From an optimization exercise on the open Yosys and OpenROAD flow, aimed at small area, a short achievable clock period and few clock cycles per item; shortcuts taken in it are not production practice. In this exercise RTL edits were held to simulation tests only and were not proved equivalent to the original. Power figures rest on the tool's default switching activity, not on a simulated workload.

== run 1 ==
## pdec_updt_top
module pdec_updt_top (
  input  logic         clk,
  input  logic         rst_n,
  input  logic         cfg_leaf_mode,
  input  logic [2:0]   cfg_jump_type,
  input  logic [1:0]   cfg_dcrc_num,
  input  logic         cfg_dcrc_mode,
  input  logic [2:0]   cfg_dcrc_ini,
  input  logic [23:0]  cfg_dcrc_idx,
  input  logic         dec_start,
  input  logic         upd_valid,
  input  logic [7:0]   srvl_bmp,
  input  logic [39:0]  pm_idx,
  input  logic [127:0] bit_val,
  input  logic [491:0] dcrc_info,
  output logic         upd_ready,
  output logic         upd_done,
  output logic [7:0]   list_wen,
  output logic [7:0]   list_waddr,
  output logic [31:0]  list_wdata,
  output logic [15:0]  path_stat,
  output logic         early_term
);
Size in the first run: roughly 2100 cells after synthesis, roughly 69 flip-flops, ~770 I/O pins, about 16000 um2 of cells after synthesis.
export LEC_CHECK = 0
export CAP_MARGIN = 20
export CORE_AREA = 5 5 275 275
export DIE_AREA = 0 0 280 280
export SETUP_SLACK_MARGIN = 1.7
export SLEW_MARGIN = 20
export SYNTH_HIERARCHICAL = 1
create_clock -name core_clock -period 5.0 [get_ports {clk}]
standard.sh (not shown) runs the stock make flow with config.mk's settings and CLKGATE_MAP_FILE= SYNTH_SCRIPT=/design/flow/synth_recipe.tcl, a recipe that flattens the netlist after the stock synthesis.
==> flow/flow/run.sh <==
#!/bin/bash
# Standard ORFS layout; the port buffers are the small sky130 buf_1
# instead of the delay buffer buffer_ports picks by default.
set -euo pipefail
bash standard.sh BUFFER_PORTS_ARGS="-buffer_cell sky130_fd_sc_hd__buf_1" finish > standard_flow.log 2>&1
Looking at the reports, run 1 completed the entire flow and the layout it produced met the timing, design-rule and antenna checks.
Testbench counts of run 1, summed over its fixed seeds: cycles 6,540, updates 3,072.
Setup changes, run 1 to run 2
Settings: TNS_END_PERCENT: unset -> 0.
Notes after the runs:
- Run 2 vs. run 1: wire length after detailed routing lower; post-CTS clock slew at the launch and capture registers of the worst setup and hold paths roughly the same; number of buffer and inverter instances along the worst setup path higher.
- Diff run 2..run 1 | setup slack on the worst flop-to-flop path | negligible
- The final layouts of run 1 and run 2 pass the timing, design-rule and antenna checks.
- Run 2 — number of cells on the critical path 2 higher, run 1 as reference
- Run 1 has higher area added between synthesis and finish than run 2.
What run 3 does differently from run 2 at the input level:
Settings: a change of DIE_AREA from 0 0 280 280 to 0 0 270 270; a change of SETUP_SLACK_MARGIN from 1.7 to 1.85; a change of CORE_AREA from 5 5 275 275 to 5 5 265 265.
Findings:
Compared run 3 vs run 2, and routed length on met3 is up in run 3.
Delta (run 3 minus run 2): clock tree skew after final layout roughly the same, number of fillers in the final layout lower, via count higher.
The category of the most critical setup path comes out reg -> reg in one run and in -> reg in the other, namely in run 3 and run 2 respectively.
## Diff of input files: run 4 against run 3
Settings: a change of DIE_AREA from 0 0 270 270 to 0 0 280 280; a change of SETUP_SLACK_MARGIN from 1.85 to 1.45; a change of CORE_AREA from 5 5 265 265 to 5 5 275 275; a deleted TNS_END_PERCENT that had been 0.
Results
Looking at power of the sequential group, run 4 sits above run 3.
Summary of run 4 over run 3: power dissipated by switching net loads moved down, data required time at the worst endpoint moved up, ratio of routed vias to standard cells moved down.

========
== v38 ==
Starting RTL as in the previous note.
==> flow/config.mk <==
export PLATFORM = sky130hd
export DESIGN_NAME = pdec_updt_top
export DESIGN_NICKNAME = pdec_updt_top
export VERILOG_FILES = /design/flow/design.v
export SDC_FILE = /design/flow/constraint.sdc
export NUM_CORES = 4
export LEC_CHECK = 0
export CAP_MARGIN = 20
export CORE_AREA = 5 5 275 275
export DIE_AREA = 0 0 280 280
export SETUP_SLACK_MARGIN = 2.2
export SLEW_MARGIN = 20
export SYNTH_HIERARCHICAL = 1
export TNS_END_PERCENT = 0
==> flow/constraint.sdc <==
create_clock -name core_clock -period 5.0 [get_ports {clk}]
set_input_delay 1.0000 -clock core_clock [delete_from_list [all_inputs] [get_ports {clk}]]
set_output_delay 1.0000 -clock core_clock [all_outputs]
set_load 0.01 [all_outputs]
Scripts as last shown in full above: flow/flow/run.sh
v38 finished all stages; the layout is clean.
Testbench counts of v38, summed over its fixed seeds: cycles 6,540, updates 3,072.
Here is what was changed in the inputs of v15 compared with v38.
Settings: SETUP_SLACK_MARGIN: 2.2 -> 1.85; TNS_END_PERCENT: 0 -> unset.
==> run notes <==
Of v38 and v15, the run reporting the lower standby leakage power was v38.
Smallest hold slack ends up higher on v38.
v15 and v38 ended up with roughly the same fraction of met2 tracks used by global routing.
The clock period minus final worst setup slack was comparable across v38 and v15.
Going from v38 to v15, power increased by about 1.4% relative to the old numbers; global routing usage on met3 increased by 0.61 points relative to the old numbers; post-layout worst setup margin closely matched the old numbers.

separate check: timing with driven ports:
No port has a modelled driver above. Below, the same layouts with a new extraction and two added sets of constraints.
Step 1 (the two cells are an assumption about what drives the block):
set clk [get_ports {clk}]
set_driving_cell -lib_cell sky130_fd_sc_hd__clkbuf_16 $clk
set_driving_cell -lib_cell sky130_fd_sc_hd__buf_2 [delete_from_list [all_inputs] $clk]
Step 2 adds t to the input delays and takes it off the output delays; t is the mean of the earliest and latest rising clock arrival at the registers after step 1. Input paths then give back, and output paths get back, about the clock's delay inside the block.
Three values: ideal, step 1, step 2; two values: the first two.
run | t (ns) | slack for setup (ns) | clock arrival spread, ns
run 1 | 0.433 | 1.647 / 1.647 / 1.342 | 0.016 / 0.016
run 2 | 0.427 | 1.643 / 1.631 / 1.242 | 0.017 / 0.017
run 3 | 0.429 | 1.576 / 1.576 / 1.177 | 0.016 / 0.016
run 4 | 0.438 | 1.519 / 1.523 / 1.098 | 0.017 / 0.017
v38 | 0.419 | 1.721 / 1.721 / 1.351 | 0.014 / 0.014
v15 | 0.430 | 1.719 / 1.681 / 1.395 | 0.015 / 0.014
After both steps every run listed still meets setup and hold. The setup slack of run 4, which loses most, moves by +0.004 ns with the drivers and by -0.421 ns with both steps.
